What follows belongs to an exercise in optimizing a design on an open flow for small area, a short achievable clock period and few clock cycles; a production flow would make more cautious choices. Where RTL was checked, it was by simulation tests only, not by an equivalence proof against the original.

== before ==
==> flow/design.v (excerpt) <==
module hart_mem_sys (
    input  logic                   i_clk,
    input  logic                   i_rst_n,
    input  logic [31:0]            i_fetch_addr,
    output logic [31:0]            o_fetch_inst,
    output logic                   o_fetch_busy,
    input  logic                   i_ls_read,
    input  logic                   i_ls_write,
    input  logic [31:0]            i_ls_addr,
    input  logic [31:0]            i_ls_wdata,
    input  logic [1:0]             i_ls_size,
    input  logic                   i_ls_unsigned,
    output logic [31:0]            o_ls_rdata,
    output logic                   o_ls_trap,
    output logic                   o_ls_busy,
    output logic                   o_mem_ren,
    output logic                   o_mem_wen,
    output logic [31:0]            o_mem_addr,
    output logic [31:0]            o_mem_wdata,
    input  logic [31:0]            i_mem_rdata,
    input  logic                   i_mem_valid,
    input  logic                   i_mem_ready
);
    typedef enum logic [1:0] {
        RD_NONE  = 2'd0,
        RD_FETCH = 2'd1,
        RD_LOAD  = 2'd2,
        RD_STORE = 2'd3
    } rd_e;
    rd_e        rd_q, rd_d;
    logic [1:0] off_q;
    logic [1:0] size_q;
    logic       uns_q;
    always_ff @(posedge i_clk) begin
        if (!i_rst_n) rd_q <= RD_NONE;
        else          rd_q <= rd_d;
        off_q  <= i_ls_addr[1:0];
  ...
==> module hart_mem_sys, before the edit <==
module hart_mem_sys (
    input  logic                   i_clk,
    input  logic                   i_rst_n,
    input  logic [31:0]            i_fetch_addr,
    output logic [31:0]            o_fetch_inst,
    output logic                   o_fetch_busy,
    input  logic                   i_ls_read,
    input  logic                   i_ls_write,
    input  logic [31:0]            i_ls_addr,
    input  logic [31:0]            i_ls_wdata,
    input  logic [1:0]             i_ls_size,
    input  logic                   i_ls_unsigned,
    output logic [31:0]            o_ls_rdata,
    output logic                   o_ls_trap,
    output logic                   o_ls_busy,
    output logic                   o_mem_ren,
    output logic                   o_mem_wen,
    output logic [31:0]            o_mem_addr,
    output logic [31:0]            o_mem_wdata,
    input  logic [31:0]            i_mem_rdata,
    input  logic                   i_mem_valid,
    input  logic                   i_mem_ready
);
    typedef enum logic [1:0] {
        RD_NONE  = 2'd0,
        RD_FETCH = 2'd1,
        RD_LOAD  = 2'd2,
        RD_STORE = 2'd3
    } rd_e;
    rd_e        rd_q, rd_d;
    logic [1:0] off_q;
    logic [1:0] size_q;
    logic       uns_q;
    always_ff @(posedge i_clk) begin
        if (!i_rst_n) rd_q <= RD_NONE;
        else          rd_q <= rd_d;
        off_q  <= i_ls_addr[1:0];
        size_q <= i_ls_size;
        uns_q  <= i_ls_unsigned;
    end
    logic rd_none, rd_f, rd_l, rd_s;
    logic is_byte, is_half, is_word, mis_q;
    assign rd_none = (rd_q == RD_NONE);
    assign rd_f    = (rd_q == RD_FETCH);
    assign rd_l    = (rd_q == RD_LOAD);
    assign rd_s    = (rd_q == RD_STORE);
    assign is_byte = (size_q == 2'd0);
    assign is_half = (size_q == 2'd1);
    assign is_word = size_q[1];
    assign mis_q   = (is_half && off_q[0]) || (is_word && (off_q != 2'b00));
    logic ls_turn_q, ls_turn_d;
    logic ls_sel, word_store, ls_done;
    always_ff @(posedge i_clk) begin
        if (!i_rst_n) ls_turn_q <= 1'b1;
        else          ls_turn_q <= ls_turn_d;
    end
    assign word_store = i_ls_write && i_ls_size[1] && (i_ls_addr[1:0] == 2'b00);
    assign ls_sel     = (i_ls_read || i_ls_write) && ls_turn_q;
    assign o_mem_wen  = i_mem_ready && ((rd_none && ls_turn_q && word_store) ||
                                        (rd_s && i_mem_valid && !mis_q));
    assign o_mem_ren  = i_mem_ready && ((rd_none && !(ls_turn_q && word_store)) ||
                                        (rd_l && i_mem_valid));
    assign o_mem_addr = ls_sel ? {i_ls_addr[31:2], 2'b00} : {i_fetch_addr[31:2], 2'b00};
    assign ls_done = (i_ls_read || i_ls_write) && !o_ls_busy;
    always_comb begin
        rd_d = rd_q;
        if (i_mem_valid) rd_d = RD_NONE;
        if (o_mem_ren) begin
            if (!ls_sel)         rd_d = RD_FETCH;
            else if (i_ls_write) rd_d = RD_STORE;
            else                 rd_d = RD_LOAD;
        end
        ls_turn_d = ls_turn_q;
        if (ls_done || (o_mem_ren && ls_sel && i_ls_read)) ls_turn_d = 1'b0;
        if (!o_fetch_busy) ls_turn_d = 1'b1;
    end
    assign o_fetch_inst = i_mem_rdata;
    assign o_fetch_busy = !(rd_f && i_mem_valid);
    assign o_ls_busy = !(o_mem_wen || ((rd_l || (rd_s && mis_q)) && i_mem_valid));
    assign o_ls_trap = mis_q && rd_q[1];
    logic [3:0] mask, sel_old, sel_own, sel_lo, sel_hi;
    always_comb begin
        if (is_byte)      mask = 4'b0001 << off_q;
        else if (is_half) mask = off_q[1] ? 4'b1100 : 4'b0011;
        else              mask = 4'b1111;
    end
    always_comb begin
        sel_old = 4'b0000;
        sel_own = 4'b1111;
        sel_lo  = 4'b0000;
        sel_hi  = 4'b0000;
        if (rd_s) begin
            sel_old = ~mask;
            sel_own = mask & (is_half ? 4'b0011 : 4'b0001);
            sel_lo  = mask & (is_half ? 4'b0100 : 4'b1110);
            sel_hi  = mask & (is_half ? 4'b1000 : 4'b0000);
        end
    end
    always_comb begin
        for (int k = 0; k < 4; k++) begin
            o_mem_wdata[8*k +: 8] = ({8{sel_old[k]}} & i_mem_rdata[8*k +: 8]) |
                                    ({8{sel_own[k]}} & i_ls_wdata[8*k +: 8]) |
                                    ({8{sel_lo[k]}}  & i_ls_wdata[7:0]) |
                                    ({8{sel_hi[k]}}  & i_ls_wdata[15:8]);
        end
    end
    logic [3:0] lo_sel, sign_b_sel, sign_h_sel;
    logic       sign_b, sign_bh;
    assign lo_sel     = 4'b0001 << off_q;
    assign sign_b_sel = (uns_q || !is_byte) ? 4'b0000 : lo_sel;
    assign sign_h_sel = (uns_q || !is_half) ? 4'b0000 : (off_q[1] ? 4'b1000 : 4'b0010);
    assign sign_b     = |(sign_b_sel & {i_mem_rdata[31], i_mem_rdata[23],
                                        i_mem_rdata[15], i_mem_rdata[7]});
    assign sign_bh    = |((sign_b_sel | sign_h_sel) & {i_mem_rdata[31], i_mem_rdata[23],
                                                       i_mem_rdata[15], i_mem_rdata[7]});
    always_comb begin
        o_ls_rdata[7:0]   = ({8{lo_sel[0]}} & i_mem_rdata[7:0]) |
                            ({8{lo_sel[1]}} & i_mem_rdata[15:8]) |
                            ({8{lo_sel[2]}} & i_mem_rdata[23:16]) |
                            ({8{lo_sel[3]}} & i_mem_rdata[31:24]);
        o_ls_rdata[15:8]  = ({8{!is_byte && !off_q[1]}} & i_mem_rdata[15:8]) |
                            ({8{!is_byte &&  off_q[1]}} & i_mem_rdata[31:24]) |
                            {8{sign_b}};
        o_ls_rdata[31:16] = ({16{is_word}} & i_mem_rdata[31:16]) | {16{sign_bh}};
    end
endmodule
clock: 6.0 ns
lec_check: 0
cap_margin: 20
core_margin: 2
core_utilization: 25
place_density: 0.6
setup_slack_margin: 2.3
slew_margin: 20
standard.sh (not shown) runs the stock make flow with config.mk's settings and CLKGATE_MAP_FILE= SYNTH_SCRIPT=/design/flow/synth_recipe.tcl, a recipe that flattens the netlist after the stock synthesis.
==> flow/flow/run.sh <==
#!/bin/bash
set -euo pipefail
export BUFFER_PORTS_ARGS="-buffer_cell sky130_fd_sc_hd__buf_1"
bash standard.sh MATCH_CELL_FOOTPRINT=0 finish > standard_flow.log 2>&1
Testbench counts of before, summed over its fixed seeds: cycles 137,032.
[inputs] after vs before
==> flow/design.v, changed modules only <==
module hart_mem_sys (
    input  logic                   i_clk,
    input  logic                   i_rst_n,
    input  logic [31:0]            i_fetch_addr,
    output logic [31:0]            o_fetch_inst,
    output logic                   o_fetch_busy,
    input  logic                   i_ls_read,
    input  logic                   i_ls_write,
    input  logic [31:0]            i_ls_addr,
    input  logic [31:0]            i_ls_wdata,
    input  logic [1:0]             i_ls_size,
    input  logic                   i_ls_unsigned,
    output logic [31:0]            o_ls_rdata,
    output logic                   o_ls_trap,
    output logic                   o_ls_busy,
    output logic                   o_mem_ren,
    output logic                   o_mem_wen,
    output logic [31:0]            o_mem_addr,
    output logic [31:0]            o_mem_wdata,
    input  logic [31:0]            i_mem_rdata,
    input  logic                   i_mem_valid,
    input  logic                   i_mem_ready
);
    typedef enum logic [1:0] {
        RD_NONE  = 2'd0,
        RD_FETCH = 2'd1,
        RD_LOAD  = 2'd2,
        RD_STORE = 2'd3
    } rd_e;
    rd_e        rd_q, rd_d;
    logic [1:0] off_q;
    logic [1:0] size_q;
    logic       uns_q;
    always_ff @(posedge i_clk) begin
        if (!i_rst_n) rd_q <= RD_NONE;
        else          rd_q <= rd_d;
        off_q  <= i_ls_addr[1:0];
        size_q <= i_ls_size;
        uns_q  <= i_ls_unsigned;
    end
    logic rd_none, rd_f, rd_l, rd_s;
    logic is_byte, is_half, is_word, mis_q;
    assign rd_none = (rd_q == RD_NONE);
    assign rd_f    = (rd_q == RD_FETCH);
    assign rd_l    = (rd_q == RD_LOAD);
    assign rd_s    = (rd_q == RD_STORE);
    assign is_byte = (size_q == 2'd0);
    assign is_half = (size_q == 2'd1);
    assign is_word = size_q[1];
    assign mis_q   = (is_half && off_q[0]) || (is_word && (off_q != 2'b00));
    logic ls_sel, word_store;
    assign word_store = i_ls_write && i_ls_size[1] && (i_ls_addr[1:0] == 2'b00);
    assign ls_sel     = (i_ls_read || i_ls_write) && !rd_l;
    assign o_mem_wen  = i_mem_ready && ((rd_none && word_store) ||
                                        (rd_s && i_mem_valid && !mis_q));
    assign o_mem_ren  = i_mem_ready && ((rd_none && !word_store) || (rd_l && i_mem_valid));
    assign o_mem_addr = ls_sel ? {i_ls_addr[31:2], 2'b00} : {i_fetch_addr[31:2], 2'b00};
    always_comb begin
        rd_d = rd_q;
        if (i_mem_valid) rd_d = RD_NONE;
        if (o_mem_ren) begin
            if (!ls_sel)         rd_d = RD_FETCH;
            else if (i_ls_write) rd_d = RD_STORE;
            else                 rd_d = RD_LOAD;
        end
    end
    assign o_fetch_inst = i_mem_rdata;
    assign o_fetch_busy = !(rd_f && i_mem_valid);
    assign o_ls_busy = !(o_mem_wen || ((rd_l || (rd_s && mis_q)) && i_mem_valid));
    assign o_ls_trap = mis_q && rd_q[1];
    logic [3:0] mask, sel_old, sel_own, sel_lo, sel_hi;
    always_comb begin
        if (is_byte)      mask = 4'b0001 << off_q;
        else if (is_half) mask = off_q[1] ? 4'b1100 : 4'b0011;
        else              mask = 4'b1111;
    end
    always_comb begin
        sel_old = 4'b0000;
        sel_own = 4'b1111;
        sel_lo  = 4'b0000;
        sel_hi  = 4'b0000;
        if (rd_s) begin
            sel_old = ~mask;
            sel_own = mask & (is_half ? 4'b0011 : 4'b0001);
            sel_lo  = mask & (is_half ? 4'b0100 : 4'b1110);
            sel_hi  = mask & (is_half ? 4'b1000 : 4'b0000);
        end
    end
    always_comb begin
        for (int k = 0; k < 4; k++) begin
            o_mem_wdata[8*k +: 8] = ({8{sel_old[k]}} & i_mem_rdata[8*k +: 8]) |
                                    ({8{sel_own[k]}} & i_ls_wdata[8*k +: 8]) |
                                    ({8{sel_lo[k]}}  & i_ls_wdata[7:0]) |
                                    ({8{sel_hi[k]}}  & i_ls_wdata[15:8]);
        end
    end
    logic [3:0] lo_sel, sign_b_sel, sign_h_sel;
    logic       sign_b, sign_bh;
    assign lo_sel     = 4'b0001 << off_q;
    assign sign_b_sel = (uns_q || !is_byte) ? 4'b0000 : lo_sel;
    assign sign_h_sel = (uns_q || !is_half) ? 4'b0000 : (off_q[1] ? 4'b1000 : 4'b0010);
    assign sign_b     = |(sign_b_sel & {i_mem_rdata[31], i_mem_rdata[23],
                                        i_mem_rdata[15], i_mem_rdata[7]});
    assign sign_bh    = |((sign_b_sel | sign_h_sel) & {i_mem_rdata[31], i_mem_rdata[23],
                                                       i_mem_rdata[15], i_mem_rdata[7]});
    always_comb begin
        o_ls_rdata[7:0]   = ({8{lo_sel[0]}} & i_mem_rdata[7:0]) |
                            ({8{lo_sel[1]}} & i_mem_rdata[15:8]) |
                            ({8{lo_sel[2]}} & i_mem_rdata[23:16]) |
                            ({8{lo_sel[3]}} & i_mem_rdata[31:24]);
        o_ls_rdata[15:8]  = ({8{!is_byte && !off_q[1]}} & i_mem_rdata[15:8]) |
                            ({8{!is_byte &&  off_q[1]}} & i_mem_rdata[31:24]) |
                            {8{sign_b}};
        o_ls_rdata[31:16] = ({16{is_word}} & i_mem_rdata[31:16]) | {16{sign_bh}};
    end
endmodule
Results
- Clock distribution area overhead in the final layout: after vs before up 0.17 points
- Summary of after over before: wire length of the first global-routing pass has decreased, met2 capacity usage during global routing shows a reduction of 1.8 points, setup slack on the worst flop-to-flop path up 0.52 ns, core utilization decreased by 1.1 points relative to the old numbers, delay contributed by the slowest stage of the critical path went down by 0.22 ns.
- after vs before: final instance count without filler cells up
- On worst relative slew slack, after does better than before.
- Area added between synthesis and finish: after vs before down 3.7 points
- after vs before on multi-input logic area: after is the lower one.
- Diff before -> after: logic depth of the worst path, buffers included increased 1; final setup slack of the worst path rose by 0.11 ns.
Only the layout flow was run in after; the RTL was not checked for function there.

[port drivers added, routing unchanged]
The flow's constraints put no driver on any port. The routed layouts listed below were extracted and timed again, unchanged, in two steps.
Step 1: set_driving_cell puts a clkbuf_16 on i_clk and a buf_2 on each other input, an assumption about the parent block.
Step 2 moves the port delays by t, midway between the first and last clock arrival at a register: inputs arrive t later, outputs are due t later. That takes back most of the time a late clock gives input paths.
a / b / c = ideal / step 1 / step 2; a / b = the first two.
| run | t, ns | setup slack, ns | worst setup path after step 2 | slew at the worst register clock pin (ns) | pins driven straight from the clock port |
|---|---|---|---|---|---|
| before | 0.244 | 2.333 / 2.307 / 2.307 | input to output | 0.04 / 0.04 | 1 |
| after | 0.237 | 2.439 / 2.418 / 2.418 | input to output | 0.04 / 0.04 | 1 |
After both steps every run listed still meets setup and hold. For before, which loses most, drivers alone change the setup slack by -0.026 ns; drivers and shift together by -0.026 ns.
